Background: an optimization exercise with open tools, aiming at small area, a short achievable clock period and few clock cycles. Do not read the settings as production practice. Power and IR drop assume default switching activity.

==> build 31: inputs <==
Design ttt_main, start of the top module:
module ttt_main (
    input  logic                                reset,
    input  logic                                clock_fast,
    output logic [2:0]                          stage,
    input  logic [4-1:0]        processor_id_in,
    output logic [4-1:0]        processor_id_out,
    input  logic [4-1:0]     good_tokens_in,
    input  logic [4-1:0]     bad_tokens_in,
    output logic [1:0]                          token_startstop,
    output logic                                output_valid,
    input  logic [4:0]                          instruction,
    input  logic [6-1:0]        connection_id_in,
    input  logic [8-1:0]           prog_data
);
==> flow/config.mk <==
export PLATFORM = sky130hd
export DESIGN_NAME = ttt_main
export DESIGN_NICKNAME = ttt_main
export VERILOG_FILES = /design/flow/design.v
export SDC_FILE = /design/flow/constraint.sdc
export NUM_CORES = 4
export LEC_CHECK = 0
export ABC_CLOCK_PERIOD_IN_PS = 3000
export CAP_MARGIN = 30
export CORE_MARGIN = 2
export CORE_UTILIZATION = 40
export CTS_BUF_LIST = sky130_fd_sc_hd__clkbuf_16
export CTS_CLUSTER_DIAMETER = 60
export CTS_CLUSTER_SIZE = 20
export SETUP_SLACK_MARGIN = 3.0
export SLEW_MARGIN = 20
==> flow/constraint.sdc <==
create_clock -name core_clock -period 6.5 [get_ports {clock_fast}]
set_input_delay 1.3000 -clock core_clock [delete_from_list [all_inputs] [get_ports {clock_fast}]]
set_output_delay 1.3000 -clock core_clock [all_outputs]
set_load 0.01 [all_outputs]
run.sh (not shown) runs the stock make flow with config.mk's settings and CLKGATE_MAP_FILE= SYNTH_SCRIPT=/design/flow/synth_recipe.tcl, a recipe that flattens the netlist after the stock synthesis.
==> build 6 (differences from build 31) <==
--- a/flow/design.v
+++ b/flow/design.v
@@ -40,12 +40,15 @@
     logic [5:0]  x_cid;
     logic [7:0]  x_data;
     logic        x_neg;       
     logic [NP/2-1:0] y_hit;   
     logic [7:0]      y_data;
     logic          busy;        
+    logic          busy_o;      
+    logic          r_first;     
+    logic [NP-1:0] mod_q;
     logic [NP-1:0] pend;        
     logic [5:0]    w_idx;       
     logic [5:0]    w_end;       
     logic          w_stop;      
     logic [3:0]    m_lo [2];
     logic [NG-1:0] m_hi [2];
@@ -56,16 +59,20 @@
         ua = {~a[7], a[6:0]};
         ub = {~b[7], b[6:0]};
         r = 1'b1;
         for (int i = 0; i < 8; i++) r = (ua[i] & ~ub[i]) | ((ua[i] | ~ub[i]) & r);
         ge8 = r;
     endfunction
-    logic [NP-1:0] act_q;
-    logic [NP-1:0] act_next;      
+    logic [NP-1:0] act_now;
+    always_comb begin
+        for (int i = 0; i < NP; i++)
+            act_now[i] = ge8(g_cnt[i], g_thr[i]) && !ge8(b_cnt[i], b_thr[i]);
+    end
     logic [NP-1:0] src_pend;
     logic [NP-1:0] src_one;      
+    logic [NP-1:0] one_q;        
     logic          have_src;
     logic [5:0]    w_rem;
     logic          have0;
     logic          have1;
     logic          take1;        
     logic          last_step;
@@ -76,67 +83,85 @@
     logic          ld_start;
     assign src_pend  = pend;
     assign have_src  = |src_pend;
     assign w_rem     = w_end - w_idx;
     assign have0     = (w_rem != 6'd0);
     assign have1     = (w_rem[5:1] != 5'd0);
-    always_comb begin
+    function automatic logic [NP-1:0] lowest(input logic [NP-1:0] v);
         logic [NP-1:0] seen;
         seen = '0;
         for (int i = 0; i < NP; i++) begin
-            src_one[i] = src_pend[i] && !seen[i];
-            if (i + 1 < NP) seen[i+1] = seen[i] | src_pend[i];
+            lowest[i] = v[i] && !seen[i];
+            if (i + 1 < NP) seen[i+1] = seen[i] | v[i];
         end
+    endfunction
+    assign src_one = one_q;
+    always_comb begin
         ld_first = '0;
         ld_end = '0;
         ld_id = '0;
         ld_start = 1'b0;
         for (int i = 0; i < NP; i++) begin
             if (src_one[i]) begin
                 ld_first = ld_first | first[i];
                 ld_end = ld_end | first[i+1];
                 ld_id = ld_id | 4'(i);
-                ld_start = ld_start | act[i];
+                ld_start = ld_start | (act[i] ^ r_first);
             end
         end
     end
-    logic [11:0]     rd_bank [2];
+    logic [13:0]     rd_bank [2];    
     logic [NP/2-1:0] bk_hit [2];     
     logic [1:0]      bk_x;
     logic [1:0]      bk_y;
     logic [7:0]      rd_wt [2];
     logic [NP/2-1:0] rd_hit [2];     
     logic [1:0]      rd_x;           
     logic [1:0]      rd_y;           
     always_comb begin
         for (int b = 0; b < 2; b++) begin
-            logic [11:0] grp [NG];
+            logic [13:0] grp [NG];
             rd_bank[b] = '0;
             for (int j = 0; j < NG; j++) begin
                 grp[j] = '0;
-                for (int k = 0; k < 4; k++)
-                    if (j * 4 + k < NH)
-                        grp[j] = grp[j] | ({12{m_lo[b][k]}} & {tgt_mem[b][j*4+k], wt_mem[b][j*4+k]});
-                rd_bank[b] = rd_bank[b] | ({12{m_hi[b][j]}} & grp[j]);
+                for (int k = 0; k < 4; k++) begin
+                    if (j * 4 + k < NH) begin
+                        logic [3:0] t;
+                        logic       v;
+                        t = tgt_mem[b][j*4+k];
+                        v = !(t[2] && (t[1] || t[0]));
+                        grp[j] = grp[j] | ({14{m_lo[b][k]}} &
+                                           {v && !t[3], v && t[3], t, wt_mem[b][j*4+k]});
+                    end
+                end
+                rd_bank[b] = rd_bank[b] | ({14{m_hi[b][j]}} & grp[j]);
             end
             for (int i = 0; i < NP / 2; i++) bk_hit[b][i] = (rd_bank[b][10:8] == 3'(i));
-            bk_x[b] = (|bk_hit[b]) && !rd_bank[b][11];
-            bk_y[b] = (|bk_hit[b]) && rd_bank[b][11];
+            bk_x[b] = rd_bank[b][13];
+            bk_y[b] = rd_bank[b][12];
         end
         rd_wt[0]  = w_idx[0] ? rd_bank[1][7:0] : rd_bank[0][7:0];
         rd_wt[1]  = w_idx[0] ? rd_bank[0][7:0] : rd_bank[1][7:0];
         rd_hit[0] = w_idx[0] ? bk_hit[1] : bk_hit[0];
         rd_hit[1] = w_idx[0] ? bk_hit[0] : bk_hit[1];
         rd_x = w_idx[0] ? {bk_x[0], bk_x[1]} : bk_x;
         rd_y = w_idx[0] ? {bk_y[0], bk_y[1]} : bk_y;
     end
     logic pair_ok;
     assign pair_ok = !(bk_x[0] && bk_x[1]) && !(bk_y[0] && bk_y[1]);
     assign take1 = have1 && pair_ok;
     assign last_step = (w_rem[5:1] == 5'd0) || ((w_rem == 6'd2) && take1);
-    assign do_load = have_src && last_step;
+    logic first_sure;
+    always_comb begin
+        logic [NP-1:0] at_or_below;
+        at_or_below[NP-1] = one_q[NP-1];
+        for (int i = NP - 2; i >= 0; i--) at_or_below[i] = at_or_below[i+1] | one_q[i];
+        if (one_q == '0) first_sure = (mod_q == '0);
+        else first_sure = !(|(mod_q & at_or_below));
+    end
+    assign do_load = have_src && last_step && (!r_first || first_sure);
     function automatic logic signed [7:0] sat_add(input logic signed [7:0] c,
                                                   input logic signed [3:0] a);
         logic [4:0] lo;
         logic [3:0] hi_inc;
         logic [3:0] hi_dec;
         logic [3:0] hi;
@@ -156,74 +181,44 @@
     logic signed [7:0] sel_g [2];
     logic signed [7:0] sel_b [2];
     logic signed [3:0] amt_g [2];
     logic signed [3:0] amt_b [2];
     logic signed [7:0] res_g [2];    
     logic signed [7:0] res_b [2];
-    logic signed [7:0] sel_gt [2];
-    logic signed [7:0] sel_bt [2];
-    logic [NP/2-1:0]   y_sel;
-    assign y_sel = y_hit | x_hit[NP-1:NP/2];
     always_comb begin
         sel_g[0] = '0;
         sel_b[0] = '0;
         sel_g[1] = '0;
         sel_b[1] = '0;
-        sel_gt[0] = '0;
-        sel_bt[0] = '0;
-        sel_gt[1] = '0;
-        sel_bt[1] = '0;
         for (int i = 0; i < NP / 2; i++) begin
             sel_g[0] = sel_g[0] | ({8{x_hit[i]}} & g_cnt[i]);
             sel_b[0] = sel_b[0] | ({8{x_hit[i]}} & b_cnt[i]);
-            sel_g[1] = sel_g[1] | ({8{y_sel[i]}} & g_cnt[NP/2+i]);
-            sel_b[1] = sel_b[1] | ({8{y_sel[i]}} & b_cnt[NP/2+i]);
-            sel_gt[0] = sel_gt[0] | ({8{x_hit[i]}} & g_thr[i]);
-            sel_bt[0] = sel_bt[0] | ({8{x_hit[i]}} & b_thr[i]);
-            sel_gt[1] = sel_gt[1] | ({8{y_sel[i]}} & g_thr[NP/2+i]);
-            sel_bt[1] = sel_bt[1] | ({8{y_sel[i]}} & b_thr[NP/2+i]);
+            sel_g[1] = sel_g[1] | ({8{y_hit[i]}} & g_cnt[NP/2+i]);
+            sel_b[1] = sel_b[1] | ({8{y_hit[i]}} & b_cnt[NP/2+i]);
         end
         amt_g[0] = x_neg ? (4'd0 - x_data[7:4]) : x_data[7:4];
         amt_b[0] = x_neg ? (4'd0 - x_data[3:0]) : x_data[3:0];
         amt_g[1] = x_neg ? (4'd0 - y_data[7:4]) : y_data[7:4];
         amt_b[1] = x_neg ? (4'd0 - y_data[3:0]) : y_data[3:0];
         for (int l = 0; l < 2; l++) begin
             res_g[l] = sat_add(sel_g[l], amt_g[l]);
             res_b[l] = sat_add(sel_b[l], amt_b[l]);
         end
     end
-    logic [1:0] lane_add;
-    logic [1:0] lane_act;
-    assign lane_add = {|y_hit, x_add};
-    always_comb begin
-        for (int l = 0; l < 2; l++) begin
-            logic signed [7:0] g;
-            logic signed [7:0] b;
-            logic signed [7:0] gt;
-            logic signed [7:0] bt;
-            g = lane_add[l] ? res_g[l] : sel_g[l];
-            b = lane_add[l] ? res_b[l] : sel_b[l];
-            gt = x_gthr ? x_data : sel_gt[l];
-            bt = x_bthr ? x_data : sel_bt[l];
-            lane_act[l] = ge8(g, gt) && !ge8(b, bt);
-        end
-        for (int i = 0; i < NP / 2; i++) begin
-            act_next[i] = x_hit[i] ? lane_act[0] : act_q[i];
-            act_next[NP/2+i] = y_sel[i] ? lane_act[1] : act_q[NP/2+i];
-        end
-    end
     logic is_adv;
     logic [NP:0] in_hit;
     assign is_adv = !instruction[4] && (instruction[2:0] == 3'b010);
     always_comb begin
         for (int i = 0; i <= NP; i++) in_hit[i] = (processor_id_in == 4'(i));
     end
     always_ff @(posedge clock_fast) begin
         if (reset) begin
             busy <= 1'b0;
+            r_first <= 1'b0;
             pend <= '0;
+            one_q <= '0;
             w_idx <= '0;
             w_end <= '0;
             w_stop <= 1'b0;
             output_valid <= 1'b0;
             x_add <= 1'b0;
             x_gthr <= 1'b0;
@@ -272,15 +267,37 @@
                             y_data <= {good_tokens_in, bad_tokens_in};
                         end
                     end
                 endcase
                 if (is_adv) begin
                     busy <= 1'b1;
-                    for (int i = 0; i < NP; i++)
-                        pend[i] <= act_next[i] ^ ((x_upd && x_hit[i]) ? act_q[i] : act[i]);
+                    r_first <= 1'b1;
+                    pend <= act_now ^ act;
+                    one_q <= lowest(act_now ^ act);
+                end
+                for (int i = 0; i < NP / 2; i++) begin
+                    mod_q[i] <= (x_add || x_gthr || x_bthr || x_upd) && x_hit[i];
+                    mod_q[NP/2+i] <= y_hit[i] ||
+                                     ((x_gthr || x_bthr || x_upd) && x_hit[NP/2+i]);
+                end
+            end else if (r_first) begin
+                r_first <= 1'b0;
+                if (do_load) begin
+                    w_idx <= ld_first;
+                    w_end <= ld_end;
+                    w_stop <= !ld_start;
+                    output_valid <= 1'b1;
+                    processor_id_out <= ld_id;
+                    token_startstop <= {ld_start, !ld_start};
+                    pend <= (act_now ^ act) & ~src_one;
+                    one_q <= lowest((act_now ^ act) & ~src_one);
+                end else begin
+                    pend <= act_now ^ act;
+                    one_q <= lowest(act_now ^ act);
                 end
+                if (act_now == act) busy <= 1'b0;
             end else begin
                 if (have0) begin
                     x_add <= rd_x[0] || (take1 && rd_x[1]);
                     x_hit <= {6'd0, rd_x[0] ? rd_hit[0] : rd_hit[1]};
                     x_data <= rd_x[0] ? rd_wt[0] : rd_wt[1];
                     x_neg <= w_stop;
@@ -293,12 +310,13 @@
                     w_end <= ld_end;
                     w_stop <= !ld_start;
                     output_valid <= 1'b1;
                     processor_id_out <= ld_id;
                     token_startstop <= {ld_start, !ld_start};
                     pend <= src_pend & ~src_one;
+                    one_q <= lowest(src_pend & ~src_one);
                 end
                 if (!have_src && last_step) busy <= 1'b0;
             end
         end
     end
     always_ff @(posedge clock_fast) begin
@@ -313,13 +331,13 @@
                 m_lo[0] <= {lo[2:0], lo[3]};
                 m_hi[0] <= lo[3] ? {hi[NG-2:0], 1'b0} : hi;
             end else begin
                 m_lo[0] <= lo;
                 m_hi[0] <= hi;
             end
-        end else if (busy && have0) begin
+        end else if (busy && !r_first && have0) begin
             for (int b = 0; b < 2; b++) begin
                 if (take1 || (w_idx[0] == 1'(b))) begin
                     m_lo[b] <= {m_lo[b][2:0], m_lo[b][3]};
                     if (m_lo[b][3]) m_hi[b] <= {m_hi[b][NG-2:0], 1'b0};
                 end
             end
@@ -334,30 +352,31 @@
             if (reset || (i < NP / 2 ? (x_add && x_hit[i]) : y_hit[i % (NP / 2)])) begin
                 g_cnt[i] <= reset ? 8'd0 : res_g[i / (NP / 2)];
                 b_cnt[i] <= reset ? 8'd0 : res_b[i / (NP / 2)];
             end
             if (reset || (x_gthr && x_hit[i])) g_thr[i] <= wd_thr;
             if (reset || (x_bthr && x_hit[i])) b_thr[i] <= wd_thr;
-            if (reset || (!busy && is_adv)) act[i] <= !reset && act_next[i];
-            else if (x_upd && x_hit[i]) act[i] <= act_q[i];
+            if (reset || r_first || (x_upd && x_hit[i])) act[i] <= !reset && act_now[i];
         end
         for (int i = 0; i <= NP; i++)
             if (reset || (x_first && x_hit[i])) first[i] <= wd_first;
     end
     logic [3:0] tgt_code;
     always_comb begin
         if (x_data[3:0] < 4'd5) tgt_code = x_data[3:0];
         else if (x_data[3:0] < 4'd10) tgt_code = {1'b1, 3'(x_data[3:0] - 4'd5)};
         else tgt_code = 4'd7;
     end
     always_ff @(posedge clock_fast) begin
-        if (reset) act_q <= '0;
-        else act_q <= act_next;
-    end
-    always_ff @(posedge clock_fast) begin
         for (int i = 0; i < NC; i++) begin
             if (x_tgt && x_cid == 6'(i)) tgt_mem[i % 2][i / 2] <= tgt_code;
             if (x_wt && x_cid == 6'(i)) wt_mem[i % 2][i / 2] <= x_data;
         end
     end
-    assign stage = {2'b00, busy};
+    always_ff @(posedge clock_fast) begin
+        if (reset) busy_o <= 1'b0;
+        else if (!busy) busy_o <= is_adv;
+        else if (r_first) busy_o <= (act_now != act);
+        else if (!have_src && last_step) busy_o <= 1'b0;
+    end
+    assign stage = {2'b00, busy_o};
 endmodule
--- a/flow/config.mk
+++ b/flow/config.mk
@@ -7,10 +7,10 @@
 export LEC_CHECK = 0
 export ABC_CLOCK_PERIOD_IN_PS = 3000
 export CAP_MARGIN = 30
 export CORE_MARGIN = 2
 export CORE_UTILIZATION = 40
 export CTS_BUF_LIST = sky130_fd_sc_hd__clkbuf_16
-export CTS_CLUSTER_DIAMETER = 60
-export CTS_CLUSTER_SIZE = 20
-export SETUP_SLACK_MARGIN = 3.0
+export CTS_CLUSTER_DIAMETER = 70
+export CTS_CLUSTER_SIZE = 25
+export SETUP_SLACK_MARGIN = 3.3
 export SLEW_MARGIN = 20
==> trial 41 (differences from build 31) <==
--- a/flow/design.v
+++ b/flow/design.v
@@ -40,12 +40,13 @@
     logic [5:0]  x_cid;
     logic [7:0]  x_data;
     logic        x_neg;       
     logic [NP/2-1:0] y_hit;   
     logic [7:0]      y_data;
     logic          busy;        
+    logic          r_first;     
     logic [NP-1:0] pend;        
     logic [5:0]    w_idx;       
     logic [5:0]    w_end;       
     logic          w_stop;      
     logic [3:0]    m_lo [2];
     logic [NG-1:0] m_hi [2];
@@ -56,14 +57,17 @@
         ua = {~a[7], a[6:0]};
         ub = {~b[7], b[6:0]};
         r = 1'b1;
         for (int i = 0; i < 8; i++) r = (ua[i] & ~ub[i]) | ((ua[i] | ~ub[i]) & r);
         ge8 = r;
     endfunction
-    logic [NP-1:0] act_q;
-    logic [NP-1:0] act_next;      
+    logic [NP-1:0] act_now;
+    always_comb begin
+        for (int i = 0; i < NP; i++)
+            act_now[i] = ge8(g_cnt[i], g_thr[i]) && !ge8(b_cnt[i], b_thr[i]);
+    end
     logic [NP-1:0] src_pend;
     logic [NP-1:0] src_one;      
     logic          have_src;
     logic [5:0]    w_rem;
     logic          have0;
     logic          have1;
@@ -92,13 +96,13 @@
         ld_start = 1'b0;
         for (int i = 0; i < NP; i++) begin
             if (src_one[i]) begin
                 ld_first = ld_first | first[i];
                 ld_end = ld_end | first[i+1];
                 ld_id = ld_id | 4'(i);
-                ld_start = ld_start | act[i];
+                ld_start = ld_start | (r_first ? act_now[i] : act[i]);
             end
         end
     end
     logic [11:0]     rd_bank [2];
     logic [NP/2-1:0] bk_hit [2];     
     logic [1:0]      bk_x;
@@ -131,12 +135,25 @@
     end
     logic pair_ok;
     assign pair_ok = !(bk_x[0] && bk_x[1]) && !(bk_y[0] && bk_y[1]);
     assign take1 = have1 && pair_ok;
     assign last_step = (w_rem[5:1] == 5'd0) || ((w_rem == 6'd2) && take1);
     assign do_load = have_src && last_step;
+    logic [NP-1:0] true_chg;
+    logic [NP-1:0] true_one;
+    logic          guess_ok;
+    always_comb begin
+        logic [NP-1:0] seen;
+        true_chg = act_now ^ act;
+        seen = '0;
+        for (int i = 0; i < NP; i++) begin
+            true_one[i] = true_chg[i] && !seen[i];
+            if (i + 1 < NP) seen[i+1] = seen[i] | true_chg[i];
+        end
+        guess_ok = (true_one == src_one);
+    end
     function automatic logic signed [7:0] sat_add(input logic signed [7:0] c,
                                                   input logic signed [3:0] a);
         logic [4:0] lo;
         logic [3:0] hi_inc;
         logic [3:0] hi_dec;
         logic [3:0] hi;
@@ -156,73 +173,42 @@
     logic signed [7:0] sel_g [2];
     logic signed [7:0] sel_b [2];
     logic signed [3:0] amt_g [2];
     logic signed [3:0] amt_b [2];
     logic signed [7:0] res_g [2];    
     logic signed [7:0] res_b [2];
-    logic signed [7:0] sel_gt [2];
-    logic signed [7:0] sel_bt [2];
-    logic [NP/2-1:0]   y_sel;
-    assign y_sel = y_hit | x_hit[NP-1:NP/2];
     always_comb begin
         sel_g[0] = '0;
         sel_b[0] = '0;
         sel_g[1] = '0;
         sel_b[1] = '0;
-        sel_gt[0] = '0;
-        sel_bt[0] = '0;
-        sel_gt[1] = '0;
-        sel_bt[1] = '0;
         for (int i = 0; i < NP / 2; i++) begin
             sel_g[0] = sel_g[0] | ({8{x_hit[i]}} & g_cnt[i]);
             sel_b[0] = sel_b[0] | ({8{x_hit[i]}} & b_cnt[i]);
-            sel_g[1] = sel_g[1] | ({8{y_sel[i]}} & g_cnt[NP/2+i]);
-            sel_b[1] = sel_b[1] | ({8{y_sel[i]}} & b_cnt[NP/2+i]);
-            sel_gt[0] = sel_gt[0] | ({8{x_hit[i]}} & g_thr[i]);
-            sel_bt[0] = sel_bt[0] | ({8{x_hit[i]}} & b_thr[i]);
-            sel_gt[1] = sel_gt[1] | ({8{y_sel[i]}} & g_thr[NP/2+i]);
-            sel_bt[1] = sel_bt[1] | ({8{y_sel[i]}} & b_thr[NP/2+i]);
+            sel_g[1] = sel_g[1] | ({8{y_hit[i]}} & g_cnt[NP/2+i]);
+            sel_b[1] = sel_b[1] | ({8{y_hit[i]}} & b_cnt[NP/2+i]);
         end
         amt_g[0] = x_neg ? (4'd0 - x_data[7:4]) : x_data[7:4];
         amt_b[0] = x_neg ? (4'd0 - x_data[3:0]) : x_data[3:0];
         amt_g[1] = x_neg ? (4'd0 - y_data[7:4]) : y_data[7:4];
         amt_b[1] = x_neg ? (4'd0 - y_data[3:0]) : y_data[3:0];
         for (int l = 0; l < 2; l++) begin
             res_g[l] = sat_add(sel_g[l], amt_g[l]);
             res_b[l] = sat_add(sel_b[l], amt_b[l]);
         end
     end
-    logic [1:0] lane_add;
-    logic [1:0] lane_act;
-    assign lane_add = {|y_hit, x_add};
-    always_comb begin
-        for (int l = 0; l < 2; l++) begin
-            logic signed [7:0] g;
-            logic signed [7:0] b;
-            logic signed [7:0] gt;
-            logic signed [7:0] bt;
-            g = lane_add[l] ? res_g[l] : sel_g[l];
-            b = lane_add[l] ? res_b[l] : sel_b[l];
-            gt = x_gthr ? x_data : sel_gt[l];
-            bt = x_bthr ? x_data : sel_bt[l];
-            lane_act[l] = ge8(g, gt) && !ge8(b, bt);
-        end
-        for (int i = 0; i < NP / 2; i++) begin
-            act_next[i] = x_hit[i] ? lane_act[0] : act_q[i];
-            act_next[NP/2+i] = y_sel[i] ? lane_act[1] : act_q[NP/2+i];
-        end
-    end
     logic is_adv;
     logic [NP:0] in_hit;
     assign is_adv = !instruction[4] && (instruction[2:0] == 3'b010);
     always_comb begin
         for (int i = 0; i <= NP; i++) in_hit[i] = (processor_id_in == 4'(i));
     end
     always_ff @(posedge clock_fast) begin
         if (reset) begin
             busy <= 1'b0;
+            r_first <= 1'b0;
             pend <= '0;
             w_idx <= '0;
             w_end <= '0;
             w_stop <= 1'b0;
             output_valid <= 1'b0;
             x_add <= 1'b0;
@@ -272,15 +258,27 @@
                             y_data <= {good_tokens_in, bad_tokens_in};
                         end
                     end
                 endcase
                 if (is_adv) begin
                     busy <= 1'b1;
-                    for (int i = 0; i < NP; i++)
-                        pend[i] <= act_next[i] ^ ((x_upd && x_hit[i]) ? act_q[i] : act[i]);
+                    r_first <= 1'b1;
+                    pend <= act_now ^ act;
                 end
+            end else if (r_first) begin
+                r_first <= 1'b0;
+                if (do_load) begin
+                    w_idx <= ld_first;
+                    w_end <= guess_ok ? ld_end : ld_first;
+                    w_stop <= !ld_start;
+                    processor_id_out <= ld_id;
+                    token_startstop <= {ld_start, !ld_start};
+                end
+                output_valid <= do_load && guess_ok;
+                pend <= guess_ok ? (true_chg & ~true_one) : true_chg;
+                if (true_chg == '0) busy <= 1'b0;
             end else begin
                 if (have0) begin
                     x_add <= rd_x[0] || (take1 && rd_x[1]);
                     x_hit <= {6'd0, rd_x[0] ? rd_hit[0] : rd_hit[1]};
                     x_data <= rd_x[0] ? rd_wt[0] : rd_wt[1];
                     x_neg <= w_stop;
@@ -313,13 +311,13 @@
                 m_lo[0] <= {lo[2:0], lo[3]};
                 m_hi[0] <= lo[3] ? {hi[NG-2:0], 1'b0} : hi;
             end else begin
                 m_lo[0] <= lo;
                 m_hi[0] <= hi;
             end
-        end else if (busy && have0) begin
+        end else if (busy && !r_first && have0) begin
             for (int b = 0; b < 2; b++) begin
                 if (take1 || (w_idx[0] == 1'(b))) begin
                     m_lo[b] <= {m_lo[b][2:0], m_lo[b][3]};
                     if (m_lo[b][3]) m_hi[b] <= {m_hi[b][NG-2:0], 1'b0};
                 end
             end
@@ -334,29 +332,24 @@
             if (reset || (i < NP / 2 ? (x_add && x_hit[i]) : y_hit[i % (NP / 2)])) begin
                 g_cnt[i] <= reset ? 8'd0 : res_g[i / (NP / 2)];
                 b_cnt[i] <= reset ? 8'd0 : res_b[i / (NP / 2)];
             end
             if (reset || (x_gthr && x_hit[i])) g_thr[i] <= wd_thr;
             if (reset || (x_bthr && x_hit[i])) b_thr[i] <= wd_thr;
-            if (reset || (!busy && is_adv)) act[i] <= !reset && act_next[i];
-            else if (x_upd && x_hit[i]) act[i] <= act_q[i];
+            if (reset || r_first || (x_upd && x_hit[i])) act[i] <= !reset && act_now[i];
         end
         for (int i = 0; i <= NP; i++)
             if (reset || (x_first && x_hit[i])) first[i] <= wd_first;
     end
     logic [3:0] tgt_code;
     always_comb begin
         if (x_data[3:0] < 4'd5) tgt_code = x_data[3:0];
         else if (x_data[3:0] < 4'd10) tgt_code = {1'b1, 3'(x_data[3:0] - 4'd5)};
         else tgt_code = 4'd7;
     end
     always_ff @(posedge clock_fast) begin
-        if (reset) act_q <= '0;
-        else act_q <= act_next;
-    end
-    always_ff @(posedge clock_fast) begin
         for (int i = 0; i < NC; i++) begin
             if (x_tgt && x_cid == 6'(i)) tgt_mem[i % 2][i / 2] <= tgt_code;
             if (x_wt && x_cid == 6'(i)) wt_mem[i % 2][i / 2] <= x_data;
         end
     end
     assign stage = {2'b00, busy};
==> run notes <==
metric                                                                                build 6              build 31              trial 41
CP max-delay cell                                                                    edfxtp_1              a222oi_1                or4b_4
Area delta synth->final                                                                 15.2%                 17.1%                 16.0%
Run status                                                   no timing/DRC/antenna violations  no timing/DRC/antenna violations  no timing/DRC/antenna violations
Cell count along the critical path                                                         14                    20                    11
Detailed-placement wirelength estimate                                              87,300 um             80,900 um             83,600 um
Data required, critical path                                                          7.10 ns               7.09 ns               7.10 ns
Via count of the routed design                                                         32,490                30,562                30,474
Total of cells resized after clock tree synthesis                                         191                   153                   129
Worst reg2reg path endpoint                                             one_q[9]$_SDFFE_PP0P_  pend[6]$_SDFFE_PP0P_  pend[8]$_SDFFE_PP0P_
Count of routing violations after the opening detailed-route iteration                  4,109                 3,356                 3,408
Top cell type's share of synthesized area                                               66.6%                 67.8%                 67.5%
Area used by multi-input combinational logic                                     15,100 sq um          14,000 sq um          14,300 sq um
Number of buffers added by the clock tree synthesis step                                   68                    84                    92
Largest voltage drop on the vdd net                                                    193 uV                213 uV                234 uV
Internal power consumption                                                            11.7 mW               11.9 mW               13.5 mW
Met1 Usage GRT                                                                          31.8%                 30.1%                 28.9%
Clk pwr share                                                                           29.5%                 33.5%                 29.3%
Post-synthesis area per instance                                                   13.2 sq um            13.5 sq um            13.7 sq um
No functional check of the RTL was part of any run of this note.

what the ideal ports hide:
Ports are ideal in the flow. The routed layouts listed here were re-timed in OpenROAD. Step 1, drivers: a clkbuf_16 drives clock_fast and a buf_2 each remaining input, both assumed. Step 2 adds t to the input delays and takes it off the output delays; t is the mean of the earliest and latest rising clock arrival at the registers after step 1. Input paths then give back, and output paths get back, about the clock's delay inside the block. a / b / c = no drivers / after step 1 / after step 2; a / b = the first two.
run	shift t [ns]	setup WS [ns]	worst data-port slew with drivers (ns)
build 31	0.756	2.192 / 2.192 / 2.192	0.20
build 6	0.727	2.983 / 2.983 / 2.509	0.14
trial 41	0.747	2.893 / 2.893 / 2.245	0.11
After both steps setup and hold are still met in every run listed. The setup slack of trial 41, which loses most, moves by 0.000 ns with the drivers and by -0.648 ns with both steps.
